From an optimization exercise on the open Yosys and OpenROAD flow, aimed at small area, a short achievable clock period and few clock cycles per item; shortcuts taken in it are not production practice.
Only simulation tests tie the RTL to the original design; equivalence was not proved.
Power and IR drop assume default switching activity.

File: run.sh
#!/bin/bash
# synth_recipe.tcl (not shown) runs the flow's synth.tcl, then flattens the netlist and writes it again
# the make line also repeats each setting of config.mk as NAME=value (left out here)
make -C /OpenROAD-flow-scripts/flow DESIGN_CONFIG=/design/flow/config.mk WORK_HOME=/design/flow/orfs CLKGATE_MAP_FILE= SYNTH_SCRIPT=/design/flow/synth_recipe.tcl finish
File: config.mk
export PLATFORM = sky130hd
export DESIGN_NAME = filter_window_scheduler
export DESIGN_NICKNAME = filter_window_scheduler
export VERILOG_FILES = /design/flow/design.v
export SDC_FILE = /design/flow/constraint.sdc
export NUM_CORES = 4
export LEC_CHECK = 0
export CAP_MARGIN = 20
export CORE_MARGIN = 2
export CORE_UTILIZATION = 40
export SLEW_MARGIN = 20
File: constraint.sdc
create_clock -name core_clock -period 7.0 [get_ports {clk}]
set_input_delay 1.4000 -clock core_clock [delete_from_list [all_inputs] [get_ports {clk}]]
set_output_delay 1.4000 -clock core_clock [all_outputs]
set_load 0.01 [all_outputs]
File: design.v
package filter_pkg;
  localparam int PIX_W = 12;
  localparam int WIN_W = 9 * PIX_W;
endpackage
module line_buffer #(
  parameter int DEPTH = 160,
  parameter int WIDTH = 12,
  parameter int TAPS  = 4
) (
  input  logic                        clk,
  input  logic [TAPS-1:0]             wr,
  input  logic [WIDTH-1:0]            wdata,
  output logic [TAPS*WIDTH-1:0]       rd0,
  output logic [TAPS*WIDTH-1:0]       rd1
);
  localparam int S = DEPTH / TAPS;
  logic [DEPTH*WIDTH-1:0] r0, r1;
  always_ff @(posedge clk) begin
    r0 <= {r0[(DEPTH-1)*WIDTH-1:0], r0[DEPTH*WIDTH-1 -: WIDTH]};
    r1 <= {r1[(DEPTH-1)*WIDTH-1:0], r1[DEPTH*WIDTH-1 -: WIDTH]};
    for (int k = 0; k < TAPS; k++) begin
      if (wr[k]) begin
        r0[k*S*WIDTH +: WIDTH] <= wdata;
        r1[k*S*WIDTH +: WIDTH] <= r0[((k*S + DEPTH - 1) % DEPTH)*WIDTH +: WIDTH];
      end
    end
  end
  always_comb begin
    for (int k = 0; k < TAPS; k++) begin
      rd0[k*WIDTH +: WIDTH] = r0[((k*S + DEPTH - 1) % DEPTH)*WIDTH +: WIDTH];
      rd1[k*WIDTH +: WIDTH] = r1[((k*S + DEPTH - 1) % DEPTH)*WIDTH +: WIDTH];
    end
  end
endmodule
module filter_window_scheduler #(
  parameter int IMG_W = 160,
  parameter int IMG_H = 120,
  parameter int TAPS  = 8
) (
  input  logic             clk,
  input  logic             reset,
  input  logic             sof,
  input  logic [filter_pkg::PIX_W-1:0] pix_in,
  input  logic             pix_valid,
  output logic             pix_ready,
  output logic [filter_pkg::WIN_W-1:0] win_data,
  output logic             win_valid,
  input  logic             win_ready,
  output logic             win_last,
  output logic             busy
);
  localparam int PIX_W = filter_pkg::PIX_W;
  localparam int S     = IMG_W / TAPS;
  localparam int XW    = $clog2(IMG_W);
  localparam int YW    = $clog2(IMG_H);
  localparam int SW    = (S > 1) ? $clog2(S) : 1;
  localparam logic [XW-1:0] X_LAST = XW'(IMG_W - 1);
  localparam logic [YW-1:0] Y_LAST = YW'(IMG_H - 1);
  logic [XW-1:0] ix;
  logic [YW-1:0] iy;
  logic          taking;
  logic [XW-1:0] cx;
  logic [YW-1:0] cy;
  logic          em_act, em_own;
  logic [SW-1:0]   sub;
  logic [TAPS-1:0] tk;
  logic [PIX_W-1:0] w00, w01, w02, w10, w11, w12, w20, w21, w22;
  logic mask_l, mask_r;
  logic need_align, aligned, out_free, visit, pix_visit, first, arm, abandon, emit;
  logic up_m, dn_m;
  logic [TAPS-1:0] wr;
  logic [TAPS*PIX_W-1:0] rd0, rd1;
  logic [PIX_W-1:0] col_t, col_m, col_b;
  assign need_align = taking || em_act;
  assign aligned    = (sub == '0) || !need_align;
  assign out_free   = !win_valid || win_ready;
  assign pix_ready  = reset && aligned && out_free;
  assign visit      = aligned && out_free && ((pix_valid && (sof || taking)) || (em_act && !taking));
  assign pix_visit  = visit && pix_valid && (sof || taking);
  assign first      = pix_visit && sof;
  assign arm        = pix_visit && !sof && ix == '0 && iy == YW'(1);
  assign abandon    = first && taking && em_own;
  assign emit       = visit && em_act && !abandon;
  assign busy       = taking || em_act || (win_valid && win_last);
  assign up_m = pix_visit && !sof && iy == YW'(1);
  assign dn_m = !(pix_visit && !sof && iy != '0);
  always_comb begin
    col_t = '0;
    col_m = '0;
    for (int k = 0; k < TAPS; k++) begin
      col_t = col_t | (tk[k] ? rd1[k*PIX_W +: PIX_W] : '0);
      col_m = col_m | (tk[k] ? rd0[k*PIX_W +: PIX_W] : '0);
    end
    col_t = up_m ? '0 : col_t;
    col_b = dn_m ? '0 : pix_in;
  end
  assign wr = visit ? tk : '0;
  line_buffer #(.DEPTH(IMG_W), .WIDTH(PIX_W), .TAPS(TAPS)) u_lb (
    .clk(clk), .wr(wr), .wdata(pix_in), .rd0(rd0), .rd1(rd1));
  always_ff @(posedge clk) begin
    if (visit) begin
      w00 <= w01;  w01 <= w02;  w02 <= col_t;
      w10 <= w11;  w11 <= w12;  w12 <= col_m;
      w20 <= w21;  w21 <= w22;  w22 <= col_b;
    end
  end
  always_ff @(posedge clk or negedge reset) begin
    if (!reset) begin
      ix        <= '0;
      iy        <= '0;
      taking    <= 1'b0;
      cx        <= '0;
      cy        <= '0;
      em_act    <= 1'b0;
      em_own    <= 1'b0;
      sub       <= '0;
      tk        <= TAPS'(1);
      win_valid <= 1'b0;
      win_last  <= 1'b0;
      mask_l    <= 1'b0;
      mask_r    <= 1'b0;
    end else begin
      if (!need_align) begin
        sub <= '0;
      end else if (!visit) begin
        if (sub == SW'(S - 1)) begin
          sub <= '0;
          tk  <= {tk[TAPS-2:0], tk[TAPS-1]};
        end else begin
          sub <= sub + 1'b1;
        end
      end
      if (pix_visit) begin
        if (sof) begin
          ix     <= XW'(1);
          iy     <= '0;
          taking <= 1'b1;
        end else if (ix == X_LAST) begin
          ix <= '0;
          iy <= iy + 1'b1;
          if (iy == Y_LAST) taking <= 1'b0;
        end else begin
          ix <= ix + 1'b1;
        end
      end
      if (emit) begin
        win_valid <= 1'b1;
        win_last  <= (cx == X_LAST) && (cy == Y_LAST);
        mask_l    <= (cx == '0);
        mask_r    <= (cx == X_LAST);
        if (cx == X_LAST) begin
          cx <= '0;
          cy <= (cy == Y_LAST) ? '0 : cy + 1'b1;
          if (cy == Y_LAST) em_act <= 1'b0;
        end else begin
          cx <= cx + 1'b1;
        end
      end else if (win_ready) begin
        win_valid <= 1'b0;
        win_last  <= 1'b0;
      end
      if (abandon) begin
        em_act <= 1'b0;
        cx     <= '0;
        cy     <= '0;
      end
      if (arm) begin
        em_act <= 1'b1;
        cx     <= '0;
        cy     <= '0;
      end
      if (first)    em_own <= 1'b0;
      else if (arm) em_own <= 1'b1;
    end
  end
  always_comb begin
    logic [PIX_W-1:0] ml, mr;
    ml = {PIX_W{!mask_l}};
    mr = {PIX_W{!mask_r}};
    win_data[107:96] = w11;
    win_data[95:84]  = w10 & ml;
    win_data[83:72]  = w12 & mr;
    win_data[71:60]  = w01;
    win_data[59:48]  = w21;
    win_data[47:36]  = w00 & ml;
    win_data[35:24]  = w02 & mr;
    win_data[23:12]  = w20 & ml;
    win_data[11:0]   = w22 & mr;
  end
endmodule
==> run notes <==
## power by group
group | switching (uW) | internal, uW | leakage (uW)
registers | 123 | 23000 | 0.0325
clock network | 7870 | 11600 | 0.00602
logic | 307 | 254 | 0.00301
## worst min path at each step
stage,end,start,slack (ns)
final,u_lb.r0[659]$_DFF_P_,u_lb.r0[647]$_DFF_P_,0.27
after global routing,u_lb.r1[1180]$_DFF_P_,u_lb.r1[1168]$_DFF_P_,0.27
after CTS,u_lb.r0[659]$_DFF_P_,u_lb.r0[647]$_DFF_P_,0.27
after detailed placement,u_lb.r0[1063]$_DFF_P_,u_lb.r0[1051]$_DFF_P_,0.31
after global placement,u_lb.r1[546]$_DFF_P_,u_lb.r1[534]$_DFF_P_,0.31
after floorplan,u_lb.r0[1000]$_DFF_P_,u_lb.r0[988]$_DFF_P_,0.31
## registers in the layout (all words and copies together), names as in the netlist, 12 cells and up
| name | flops |
|---|---|
| w00 | 12 |
| w10 | 12 |
| w22 | 12 |
| w11 | 12 |
| w01 | 12 |
| u_lb.r1 | 1920 |
| w20 | 12 |
| w02 | 12 |
| w21 | 12 |
| w12 | 12 |
| u_lb.r0 | 1920 |
## worst max-delay path: stages
cell and delay, ns:
clkdlybuf4s50_1 0.45, nor2b_1 0.43, a21oi_4 0.06, and2_2 0.21, clkdlybuf4s50_1 0.47
## cell usage after synthesis, types with 8 or more instances
cell / count
dfxtp_1: 3840
edfxtp_1: 108
mux2_2: 101
mux2_4: 100
nor2b_1: 75
a22oi_1: 74
dfrtp_1: 49
nor2_1: 27
clkbuf_1: 26
nand2_1: 26
nand3_1: 19
nand4_1: 16
a21oi_1: 15
o21ai_0: 14
and2_1: 13
a221oi_1: 12
a22o_1: 12
a31oi_1: 12
buf_12: 11
inv_1: 11
ha_1: 10
xnor2_1: 10
buf_2: 9
nor3_1: 8
## final cells by class
cell class,instances,area share [%]
Timing Repair Buffer,145,1.35
Tap cell,2854,3.43
Inverter,11,0.0397
Clock inverter,121,1.30
Multi-Input combinational cell,616,5.25
Sequential cell,3998,78.2
Clock buffer,526,10.4
Antenna cell,10,0.0240
## layer usage
layer	vias up	track usage, %
met5	-	0
met3	284	2.91
met2	704	16.1
met4	4	4.79
met1	15709	15.8
li1	16049	-
## per-stage QoR
stage | cell area, um2 | setup slack [ns]
2_1_floorplan | 87300 | 3.63
3_3_place_gp | 91900 | 2.17
3_5_place_dp | 91900 | 2.08
4_1_cts | 104000 | 2.59
5_1_grt | 104000 | 2.55
6_report | 104000 | 2.58
## kinds of logic (layout without fill, tap and decap cells)
logic type | after synthesis | after routing
flops | 3998 | 3998
xor+xnor | 13 | 13
mux | 205 | 205
buf+inv | 66 | 803
other cells | 0 | 10
fa+ha+maj | 10 | 10
compound gates | 157 | 157
simple gates | 231 | 231
==> impl_metrics.toml <==
[cells_and_area]
synthToLayoutAreaGrowth_pct = 19.2
register_area_mm2 = 0.0814
layout-drive-gt1-share_pct = 15.3
fin_nets = 5163
layout.cells.non_filler = 8281
mostFrequentLayoutCells = "3840 x dfxtp_1, 377 x clkbuf_16, 127 x clkdlybuf4s50_1, 108 x edfxtp_1, 101 x mux2_2"
filler_cell_count = 17771
layout_commonest_cell = "dfxtp_1"
postLayoutCoreUtil_pct = 47.9
multi_input_area_mm2 = 0.00547

[yosys]
ys_dominant_reg_cell = "dfxtp_1"
compound_gate_portion_of_the_synthesized_area_pct = 1.31
synth-seq-area-share_pct = 93.2
yosys_warnings = 2
synthDistinctLibCells = 60
synth-adder-area-share_pct = 0.143
ys_seq_elements = 3998
netlist_instances = 4680
synthMuxAreaShare_pct = 3.07
post_synth_and_or_nand_nor_area_fraction_pct = 1.59
syn_area_cell_um2 = 18.7
async_flop_share_pct = 1.25
synthesized_net_count = 4707
syn_area_mm2 = 0.0873
synth_top_cell_area_share_pct = 88.0
yosys.area_share.xor_xnor_pct = 0.130
dominant_combinational_cell_family_by_area_after_synthesis = "multiplexers"
synth.top_cells.by_area = "dfxtp_1 88%, edfxtp_1 3.7%, mux2_4 1.7%, dfrtp_1 1.4%, mux2_2 1.3%"
netlist.top_cell.by_area = "dfxtp_1"
synth-edff-count = 108

[timing]
final_hold_viol_count = 0
timing.slew.headroom_pct = 20.0
final_sum_of_negative_setup_slack_ns = 0
finalSetupViolCount = 0
final-max-slew-violation-count = 0
finalWorstPathRequiredPeriod_ns = 4.42
worst_hold_slack_ns = 0.271
timing_worst_slew_pin_value_ns = 1.20
fmaxAchievable_mhz = 226
grt_setup_unrepaired = "false"
worst_clock_skew_ns = 0.0796
final.period_utilization_pct = 63.1

[clocking]
clk-insertion-delay-late_ns = 0.94
numCtsBuffers = 364
cts_tree = "done"
clock_sinks = 3998
clockBufferDepth = 4
htreeDepth = 5
clkSlewWorstSetupHoldPaths_ns = 0.07
cts_resized = 0
clockRootBuffer = "clkbuf_16"
cts_setup_buffers = 0
cts_hold_repair.buffers = 0

[hold_path]
hold-path-cell-count = 0
worst_hold_path_type = "reg2reg"

[pwr]
power_density_mw_per_mm2 = 415
total_leakage_power_uw = 0.0416
ir_worst_vdd_mv = 0.269
total_power_uw = 43200

[setup_path]
worst-endpoint-arrival_ns = 3.02
r2r_start = "sub[0]$_DFFE_PN0P_"
critical_path.reg2reg.endpoint = "u_lb.r0[1205]$_DFF_P_"
crit_path_start = "win_ready"
critical_path_endpoint = "pix_ready"
worstSetupEndpointType = "output pin"
r2r_cells = 8
crit_fanout = 5
crit_type = "in2out"
critPathRequiredTime_ns = 5.60
startpoint_type = "input port"
ff2ff_setup_slack_ns = 3.29

[drt]
post_drt_via_cell_ratio = 3.95
routedLengthMet1_mm = 62.3
met2_wire_length_mm = 52.2
met3RoutedLength_mm = 6.10
finalWirelength_mm = 124
drt_pre_antenna_iters = 5
ant_nets = 0
drt_drc_violations_left = 0
avgRoutedWirePerCell_um = 15.0
dr.max_layer_used = "met5"
vias = 32750
detailedRoute.firstIterationViolations = 1670

[global_route]
pin_count_of_the_biggest_net_entering_global_routing = 52
globalRouteTotalUtil_pct = 11.2
grt_first_pass_wirelength_mm = 189
first_global_vias = 32691
globalRouteOverflowTotal = 0
grt_antenna_before_repair = 11

[die]
floorplan.rows = 171
initial_utilization_pct = 40.2
core_area_mm2 = 0.217
pin_count = 129
overall_die_height_um = 471
chipWidth_um = 471
die-area_mm2 = 0.222

[run_status]
outcome = "complete, no violations"

[job]
drv_cap = 0

[place]
place_inst = 7624
detailed_place_hpwl_mm = 67.0
port_buffers = 128
gpl.final_weighted_congestion = 0.709
Testbench counts, summed over its fixed seeds: cycles 308,496, items 307,200.

## afterwards: timing with drivers on the ports
The results above use ideal ports. As a check the final layout listed here was re-extracted and re-timed, cells and wires unchanged. Step 1 sets driving cells, clkbuf_16 on the clock port and buf_2 on the other inputs (assumed; they add their load-dependent delay and slew). Step 2, shift: input delay + t, output delay - t, t = (earliest + latest rising clock arrival at the registers) / 2. This alone moves slack from input paths to output paths. Three values: no drivers, after step 1, after step 2; two values: the first two.
t, ns: 0.983
setup WS [ns]: 2.585 / 2.558 / 1.992
worst hold slack (ns): 0.271 / 0.271 / 0.271
latest minus earliest clock arrival (ns): 0.080 / 0.080
worst data-port slew with drivers (ns): 0.13
After both steps this run still meets setup and hold. The setup slack of this run moves by -0.027 ns with the drivers and by -0.593 ns with both steps.
